What follows belongs to an exercise in optimizing a design on an open flow for small area, a short achievable clock period and few clock cycles per item; a production flow would make more cautious choices. At most, simulation tests tie the RTL to the original design; equivalence was not proved. No activity file was given, so power comes from the tool's default toggle rates.

==> run a: inputs <==
==> flow/design.v <==
package preprocess_pkg;
    localparam int unsigned NUM_ENTRY_DEFAULT = 36;
    localparam int unsigned WW_DEFAULT        = 5;
    localparam int unsigned OW_DEFAULT        = 6;
    typedef enum logic {
        IDLE = 1'b0,
        SCAN = 1'b1
    } state_t;
endpackage
module first_one_finder #(
    parameter int unsigned N = 36
) (
    input  logic [N-1:0] vec,
    output logic [N-1:0] first,
    output logic [N-1:0] rest,
    output logic         le1
);
    localparam int unsigned LG = (N > 1) ? $clog2(N) : 1;
    logic [LG:0][N-1:0] pre;
    logic [N-1:0]       below;   
    always_comb begin
        pre[0] = vec;
        for (int k = 0; k < LG; k++) begin
            for (int i = 0; i < N; i++) begin
                if (i >= (1 << k)) pre[k+1][i] = pre[k][i] | pre[k][i-(1<<k)];
                else               pre[k+1][i] = pre[k][i];
            end
        end
        below = {pre[LG][N-2:0], 1'b0};
        first = vec & ~below;
        rest  = vec & below;
        le1   = ~|rest;
    end
endmodule
module filter_compactor #(
    parameter  int unsigned NUM_ENTRY = preprocess_pkg::NUM_ENTRY_DEFAULT,
    parameter  int unsigned WW        = preprocess_pkg::WW_DEFAULT,
    parameter  int unsigned OW        = preprocess_pkg::OW_DEFAULT,
    localparam int unsigned IW        = $clog2(NUM_ENTRY),
    localparam int unsigned CW        = $clog2(NUM_ENTRY + 1)
) (
    input  logic                    clk,
    input  logic                    reset,
    input  logic                    in_valid,
    output logic                    in_ready,
    input  logic [NUM_ENTRY-1:0]    in_bit,
    input  logic [NUM_ENTRY*WW-1:0] in_weight,
    input  logic [NUM_ENTRY*OW-1:0] in_out,
    input  logic [NUM_ENTRY-1:0]    in_drop,
    output logic                    out_valid,
    input  logic                    out_ready,
    output logic                    out_bit,
    output logic [WW-1:0]           out_weight,
    output logic [OW-1:0]           out_out,
    output logic [IW-1:0]           out_index,
    output logic                    out_last,
    output logic [CW-1:0]           kept_count,
    output logic                    frame_empty
);
    localparam int unsigned DW = 1 + WW + OW;               
    localparam int unsigned EW = DW + IW + 1;               
    localparam int unsigned GA  = 6;
    localparam int unsigned NA  = (NUM_ENTRY + GA - 1) / GA;   
    localparam int unsigned AW  = $clog2(GA + 1);
    localparam int unsigned GB  = 3;
    localparam int unsigned NB  = (NA + GB - 1) / GB;          
    localparam int unsigned BW  = $clog2(GA * GB + 1);
    logic [NUM_ENTRY-1:0]  keep;
    logic                  all_drop;
    logic [NA-1:0][AW-1:0] cnt_a_d, cnt_a;
    logic [NB-1:0][BW-1:0] cnt_b_d, cnt_b;
    logic [CW-1:0]         cnt;            
    logic                  cnt_le1;        
    logic [NB-1:0]         b_lsb;
    logic                  b_big, b_two;
    logic                  held;           
    logic                  drop_pre;       
    always_comb begin
        keep     = ~in_drop;
        all_drop = &in_drop;
        for (int g = 0; g < NA; g++) begin
            cnt_a_d[g] = '0;
            for (int j = 0; j < GA; j++) begin
                if (g * GA + j < NUM_ENTRY) cnt_a_d[g] = cnt_a_d[g] + AW'(keep[g*GA+j]);
            end
        end
        for (int g = 0; g < NB; g++) begin
            cnt_b_d[g] = '0;
            for (int j = 0; j < GB; j++) begin
                if (g * GB + j < NA) cnt_b_d[g] = cnt_b_d[g] + BW'(cnt_a[g*GB+j]);
            end
        end
        cnt   = '0;
        b_big = 1'b0;
        b_two = 1'b0;
        for (int g = 0; g < NB; g++) begin
            cnt      = cnt + CW'(cnt_b[g]);
            b_lsb[g] = cnt_b[g][0];
            b_big    = b_big | (|cnt_b[g][BW-1:1]);
        end
        for (int g = 0; g < NB; g++) begin
            for (int h = g + 1; h < NB; h++) begin
                b_two = b_two | (b_lsb[g] & b_lsb[h]);
            end
        end
        cnt_le1 = ~b_big & ~b_two;
    end
    always_ff @(posedge clk) begin
        drop_pre <= all_drop;
        cnt_a <= cnt_a_d;
        cnt_b <= cnt_b_d;
    end
    logic [NUM_ENTRY-1:0]    bit_q;
    logic [NUM_ENTRY*WW-1:0] weight_q;
    logic [NUM_ENTRY*OW-1:0] out_q;
    logic [NUM_ENTRY-1:0]    sel_q;        
    logic [NUM_ENTRY-1:0]    mask;         
    logic                    pend;         
    logic                    mask_zero;    
    logic [CW-1:0]           rem;          
    logic                    ld;           
    logic [NUM_ENTRY-1:0] in_first, first_pre;
    logic [NUM_ENTRY-1:0] m_first, m_rest;
    first_one_finder #(.N(NUM_ENTRY)) u_in_finder (
        .vec(keep), .first(in_first), .rest(), .le1()
    );
    always_ff @(posedge clk) begin
        first_pre <= in_first;
    end
    first_one_finder #(.N(NUM_ENTRY)) u_mask_finder (
        .vec(mask), .first(m_first), .rest(m_rest), .le1()
    );
    always_ff @(posedge clk) begin
        if (ld) begin
            bit_q    <= in_bit;
            weight_q <= in_weight;
            out_q    <= in_out;
        end
    end
    logic          sv;                     
    logic [EW-1:0] skid;
    logic          push;                   
    logic [EW-1:0] pushed;
    logic [DW-1:0] p_data;
    logic [IW-1:0] p_idx;
    logic          out_free;               
    always_comb begin
        push     = pend & ~sv;
        out_free = ~out_valid | out_ready;
        p_data   = '0;
        p_idx    = '0;
        for (int i = 0; i < NUM_ENTRY; i++) begin
            p_data = p_data | ({DW{sel_q[i]}} &
                     {bit_q[i], weight_q[i*WW +: WW], out_q[i*OW +: OW]});
            p_idx  = p_idx | (sel_q[i] ? IW'(i) : IW'(0));
        end
        pushed = {p_data, p_idx, mask_zero};
    end
    logic [EW-1:0] out_cur, out_nxt;
    always_comb begin
        out_cur = {out_bit, out_weight, out_out, out_index, out_last};
        out_nxt = ({EW{out_free &  sv}} & skid) |
                  ({EW{out_free & ~sv}} & pushed) |
                  ({EW{~out_free}}      & out_cur);
    end
    always_ff @(posedge clk) begin
        {out_bit, out_weight, out_out, out_index, out_last} <= out_nxt;
        skid <= ({EW{push & ~out_free}}    & pushed) |
                ({EW{~(push & ~out_free)}} & skid);
    end
    logic acc, acc_full;
    logic pend_d, mask_zero_d, sv_d, ld_d;
    logic [CW-1:0] rem_d;
    always_comb begin
        acc      = in_valid & in_ready;
        acc_full = acc & ld;
        sv_d = sv ? ~out_free : (push & ~out_free);
        if (acc_full) begin
            pend_d      = ~drop_pre;
            rem_d       = cnt;
            mask_zero_d = cnt_le1;
        end else if (push) begin
            pend_d      = ~mask_zero;
            rem_d       = rem - CW'(1);
            mask_zero_d = (rem == CW'(2));
        end else begin
            pend_d      = pend;
            rem_d       = rem;
            mask_zero_d = mask_zero;
        end
        ld_d = ~pend_d | (~sv_d & mask_zero_d);
    end
    always_ff @(posedge clk) begin
        sel_q <= ({NUM_ENTRY{ld}}          & first_pre) |
                 ({NUM_ENTRY{~ld &  push}} & m_first) |
                 ({NUM_ENTRY{~ld & ~push}} & sel_q);
        mask  <= ({NUM_ENTRY{ld}}          & keep & ~first_pre) |
                 ({NUM_ENTRY{~ld &  push}} & m_rest) |
                 ({NUM_ENTRY{~ld & ~push}} & mask);
        mask_zero <= mask_zero_d;
        rem       <= rem_d;
    end
    always_ff @(posedge clk or posedge reset) begin
        if (reset) begin
            pend        <= 1'b0;
            sv          <= 1'b0;
            ld          <= 1'b1;
            in_ready    <= 1'b0;
            held        <= 1'b0;
            out_valid   <= 1'b0;
            kept_count  <= '0;
            frame_empty <= 1'b0;
        end else begin
            pend        <= pend_d;
            sv          <= sv_d;
            ld          <= ld_d;
            held        <= in_valid & ~acc;
            in_ready    <= in_valid & ~acc & ((held & ld_d) | all_drop);
            if (out_free) out_valid <= sv | push;
            if (acc) kept_count <= drop_pre ? '0 : cnt;
            frame_empty <= acc & drop_pre;
        end
    end
endmodule
==> flow/flow/run.sh <==
#!/bin/bash
# Layout flow: the standard ORFS flow (standard.sh) unchanged, except that
# the port buffers are the smallest buffer cell (buf_1) instead of the cell
# buffer_ports picks by default. Every input and output still gets a buffer.
# The full output of the flow goes to standard.log in the work folder; ORFS
# keeps each step's own log under orfs/logs/.
set -euo pipefail
bash standard.sh finish "BUFFER_PORTS_ARGS=-buffer_cell sky130_fd_sc_hd__buf_1" > standard.log 2>&1
==> flow/standard.sh <==
#!/bin/bash
# synth_recipe.tcl (not shown) runs the flow's synth.tcl, then flattens the netlist and writes it again
# the make line also repeats each setting of config.mk as NAME=value (left out here)
make -C /OpenROAD-flow-scripts/flow DESIGN_CONFIG=/design/flow/config.mk WORK_HOME=/design/flow/orfs CLKGATE_MAP_FILE= SYNTH_SCRIPT=/design/flow/synth_recipe.tcl "${@:-finish}"
==> flow/config.mk <==
export PLATFORM = sky130hd
export DESIGN_NAME = filter_compactor
export DESIGN_NICKNAME = filter_compactor
export VERILOG_FILES = /design/flow/design.v
export SDC_FILE = /design/flow/constraint.sdc
export NUM_CORES = 4
export LEC_CHECK = 0
export CAP_MARGIN = 20
export CORE_MARGIN = 2
export CORE_UTILIZATION = 65
export CTS_CLUSTER_DIAMETER = 100
export CTS_CLUSTER_SIZE = 30
export PLACE_DENSITY = 0.75
export SETUP_SLACK_MARGIN = 3.7
export SLEW_MARGIN = 20
==> flow/constraint.sdc <==
create_clock -name core_clock -period 6.0 [get_ports {clk}]
set_input_delay 1.2000 -clock core_clock [delete_from_list [all_inputs] [get_ports {clk}]]
set_output_delay 1.2000 -clock core_clock [all_outputs]
set_load 0.01 [all_outputs]
==> run b (differences from run a) <==
--- a/flow/design.v
+++ b/flow/design.v
@@ -59,7 +59,7 @@
 );
     localparam int unsigned DW = 1 + WW + OW;               
     localparam int unsigned EW = DW + IW + 1;               
-    localparam int unsigned GA  = 6;
+    localparam int unsigned GA  = 4;
     localparam int unsigned NA  = (NUM_ENTRY + GA - 1) / GA;   
     localparam int unsigned AW  = $clog2(GA + 1);
     localparam int unsigned GB  = 3;
--- a/flow/config.mk
+++ b/flow/config.mk
@@ -10,6 +10,5 @@
 export CORE_UTILIZATION = 65
 export CTS_CLUSTER_DIAMETER = 100
 export CTS_CLUSTER_SIZE = 30
-export PLACE_DENSITY = 0.75
-export SETUP_SLACK_MARGIN = 3.7
+export SETUP_SLACK_MARGIN = 3.9
 export SLEW_MARGIN = 20
==> run c (differences from run a) <==
==> flow/design.v, changed modules only <==
module filter_compactor #(
    parameter  int unsigned NUM_ENTRY = preprocess_pkg::NUM_ENTRY_DEFAULT,
    parameter  int unsigned WW        = preprocess_pkg::WW_DEFAULT,
    parameter  int unsigned OW        = preprocess_pkg::OW_DEFAULT,
    localparam int unsigned IW        = $clog2(NUM_ENTRY),
    localparam int unsigned CW        = $clog2(NUM_ENTRY + 1)
) (
    input  logic                    clk,
    input  logic                    reset,
    input  logic                    in_valid,
    output logic                    in_ready,
    input  logic [NUM_ENTRY-1:0]    in_bit,
    input  logic [NUM_ENTRY*WW-1:0] in_weight,
    input  logic [NUM_ENTRY*OW-1:0] in_out,
    input  logic [NUM_ENTRY-1:0]    in_drop,
    output logic                    out_valid,
    input  logic                    out_ready,
    output logic                    out_bit,
    output logic [WW-1:0]           out_weight,
    output logic [OW-1:0]           out_out,
    output logic [IW-1:0]           out_index,
    output logic                    out_last,
    output logic [CW-1:0]           kept_count,
    output logic                    frame_empty
);
    localparam int unsigned DW = 1 + WW + OW;               
    localparam int unsigned EW = DW + IW + 1;               
    localparam int unsigned GA  = 4;
    localparam int unsigned NA  = (NUM_ENTRY + GA - 1) / GA;   
    localparam int unsigned AW  = $clog2(GA + 1);
    localparam int unsigned GB  = 3;
    localparam int unsigned NB  = (NA + GB - 1) / GB;          
    localparam int unsigned BW  = $clog2(GA * GB + 1);
    logic [NUM_ENTRY-1:0]  keep;
    logic                  all_drop;
    logic [NA-1:0][AW-1:0] cnt_a_d, cnt_a;
    logic [NB-1:0][BW-1:0] cnt_b_d, cnt_b;
    logic [CW-1:0]         cnt_c_d, cnt_c;
    logic                  cnt_le1;        
    logic [1:0]            held;           
    always_comb begin
        keep     = ~in_drop;
        all_drop = &in_drop;
        for (int g = 0; g < NA; g++) begin
            cnt_a_d[g] = '0;
            for (int j = 0; j < GA; j++) begin
                if (g * GA + j < NUM_ENTRY) cnt_a_d[g] = cnt_a_d[g] + AW'(keep[g*GA+j]);
            end
        end
        for (int g = 0; g < NB; g++) begin
            cnt_b_d[g] = '0;
            for (int j = 0; j < GB; j++) begin
                if (g * GB + j < NA) cnt_b_d[g] = cnt_b_d[g] + BW'(cnt_a[g*GB+j]);
            end
        end
        cnt_c_d = '0;
        for (int g = 0; g < NB; g++) begin
            cnt_c_d = cnt_c_d + CW'(cnt_b[g]);
        end
        cnt_le1 = ~|cnt_c[CW-1:1];
    end
    always_ff @(posedge clk) begin
        cnt_a <= cnt_a_d;
        cnt_b <= cnt_b_d;
        cnt_c <= cnt_c_d;
    end
    logic [NUM_ENTRY-1:0]    bit_q;
    logic [NUM_ENTRY*WW-1:0] weight_q;
    logic [NUM_ENTRY*OW-1:0] out_q;
    logic [NUM_ENTRY-1:0]    sel_q;        
    logic [NUM_ENTRY-1:0]    mask;         
    logic                    pend;         
    logic                    mask_zero;    
    logic [CW-1:0]           rem;          
    logic                    ld;           
    logic [NUM_ENTRY-1:0] in_first, first_pre;
    logic [NUM_ENTRY-1:0] m_first, m_rest;
    first_one_finder #(.N(NUM_ENTRY)) u_in_finder (
        .vec(keep), .first(in_first), .rest(), .le1()
    );
    always_ff @(posedge clk) begin
        first_pre <= in_first;
    end
    first_one_finder #(.N(NUM_ENTRY)) u_mask_finder (
        .vec(mask), .first(m_first), .rest(m_rest), .le1()
    );
    always_ff @(posedge clk) begin
        if (ld) begin
            bit_q    <= in_bit;
            weight_q <= in_weight;
            out_q    <= in_out;
        end
    end
    logic          sv;                     
    logic [EW-1:0] skid;
    logic          push;                   
    logic [EW-1:0] pushed;
    logic [DW-1:0] p_data;
    logic [IW-1:0] p_idx;
    logic          out_free;               
    always_comb begin
        push     = pend & ~sv;
        out_free = ~out_valid | out_ready;
        p_data   = '0;
        p_idx    = '0;
        for (int i = 0; i < NUM_ENTRY; i++) begin
            p_data = p_data | ({DW{sel_q[i]}} &
                     {bit_q[i], weight_q[i*WW +: WW], out_q[i*OW +: OW]});
            p_idx  = p_idx | (sel_q[i] ? IW'(i) : IW'(0));
        end
        pushed = {p_data, p_idx, mask_zero};
    end
    always_ff @(posedge clk) begin
        if (out_free) begin
            {out_bit, out_weight, out_out, out_index, out_last} <= sv ? skid : pushed;
        end
        if (push & ~out_free) begin
            skid <= pushed;
        end
    end
    logic acc, acc_full;
    logic pend_d, mask_zero_d, sv_d, ld_d;
    logic [CW-1:0] rem_d;
    always_comb begin
        acc      = in_valid & in_ready;
        acc_full = acc & ld;
        sv_d = sv ? ~out_free : (push & ~out_free);
        if (acc_full) begin
            pend_d      = ~all_drop;
            rem_d       = cnt_c - CW'(1);
            mask_zero_d = cnt_le1;
        end else if (push) begin
            pend_d      = ~mask_zero;
            rem_d       = rem - CW'(1);
            mask_zero_d = (rem == CW'(1));
        end else begin
            pend_d      = pend;
            rem_d       = rem;
            mask_zero_d = mask_zero;
        end
        ld_d = ~pend_d | (~sv_d & mask_zero_d);
    end
    always_ff @(posedge clk) begin
        if (acc_full) begin
            sel_q <= first_pre;
            mask  <= keep & ~first_pre;
        end else if (push) begin
            sel_q <= m_first;
            mask  <= m_rest;
        end
        mask_zero <= mask_zero_d;
        rem       <= rem_d;
    end
    always_ff @(posedge clk or posedge reset) begin
        if (reset) begin
            pend        <= 1'b0;
            sv          <= 1'b0;
            ld          <= 1'b1;
            in_ready    <= 1'b0;
            held        <= '0;
            out_valid   <= 1'b0;
            kept_count  <= '0;
            frame_empty <= 1'b0;
        end else begin
            pend        <= pend_d;
            sv          <= sv_d;
            ld          <= ld_d;
            held        <= (in_valid & ~acc) ? ((held == 2'd3) ? 2'd3 : held + 2'd1) : 2'd0;
            in_ready    <= in_valid & ~acc & ((held >= 2'd2 & ld_d) | all_drop);
            if (out_free) out_valid <= sv | push;
            if (acc) kept_count <= all_drop ? '0 : cnt_c;
            frame_empty <= acc & all_drop;
        end
    end
endmodule
==> flow/config.mk (replaced) <==
export PLATFORM = sky130hd
export DESIGN_NAME = filter_compactor
export DESIGN_NICKNAME = filter_compactor
export VERILOG_FILES = /design/flow/design.v
export SDC_FILE = /design/flow/constraint.sdc
export NUM_CORES = 4
export LEC_CHECK = 0
export CAP_MARGIN = 20
export CORE_MARGIN = 2
export CORE_UTILIZATION = 55
export CTS_BUF_LIST = sky130_fd_sc_hd__clkbuf_8 sky130_fd_sc_hd__clkbuf_16
export SETUP_SLACK_MARGIN = 3.6
export SLEW_MARGIN = 20
==> results.txt <==
outcome: no timing/DRC/antenna violations
clock latency (worst-skew pair): 600 ps
post-route insts no fill: 2720
mux contribution to synthesized area: 0.249%
pwr dens: 407 nW/um2
clock-net power: 2.10 mW
# the run above: run b

==> results.txt <==
clock-net power: 2.04 mW
post-route insts no fill: 2635
clock latency (worst-skew pair): 580 ps
outcome: no timing/DRC/antenna violations
mux contribution to synthesized area: 0.345%
pwr dens: 470 nW/um2
# the run above: run a

==> results.txt <==
outcome: no timing/DRC/antenna violations
post-route insts no fill: 2806
clock-net power: 4.16 mW
pwr dens: 485 nW/um2
clock latency (worst-skew pair): 590 ps
# the run above: run c

Testbench counts of run b, summed over its fixed seeds: cycles 29,335, items 29,100.
Testbench counts of run c, summed over its fixed seeds: cycles 29,489, items 29,100.
Only the layout flow was run in run a; the RTL was not checked for function there.

port drivers added, routing unchanged:
The results above use ideal ports. As a check the final layouts listed here were re-extracted and re-timed, cells and wires unchanged. Step 1 (the two cells are an assumption about what drives the block):
set clk [get_ports {clk}]
set_driving_cell -lib_cell sky130_fd_sc_hd__clkbuf_16 $clk
set_driving_cell -lib_cell sky130_fd_sc_hd__buf_2 [delete_from_list [all_inputs] $clk]
Step 2 moves the port delays by t, midway between the first and last clock arrival at a register: inputs arrive t later, outputs are due t later. That takes back most of the time a late clock gives input paths. Three values: ideal, step 1, step 2; two values: the first two.
| run | t, ns | setup WS [ns] | worst setup path at the end |
|---|---|---|---|
| run a | 0.629 | 3.485 / 3.504 / 2.874 | input to register |
| run b | 0.645 | 3.670 / 3.615 / 3.284 | input to register |
| run c | 0.649 | 3.564 / 3.564 / 2.953 | input to register |
After both steps setup and hold are still met in every run listed.
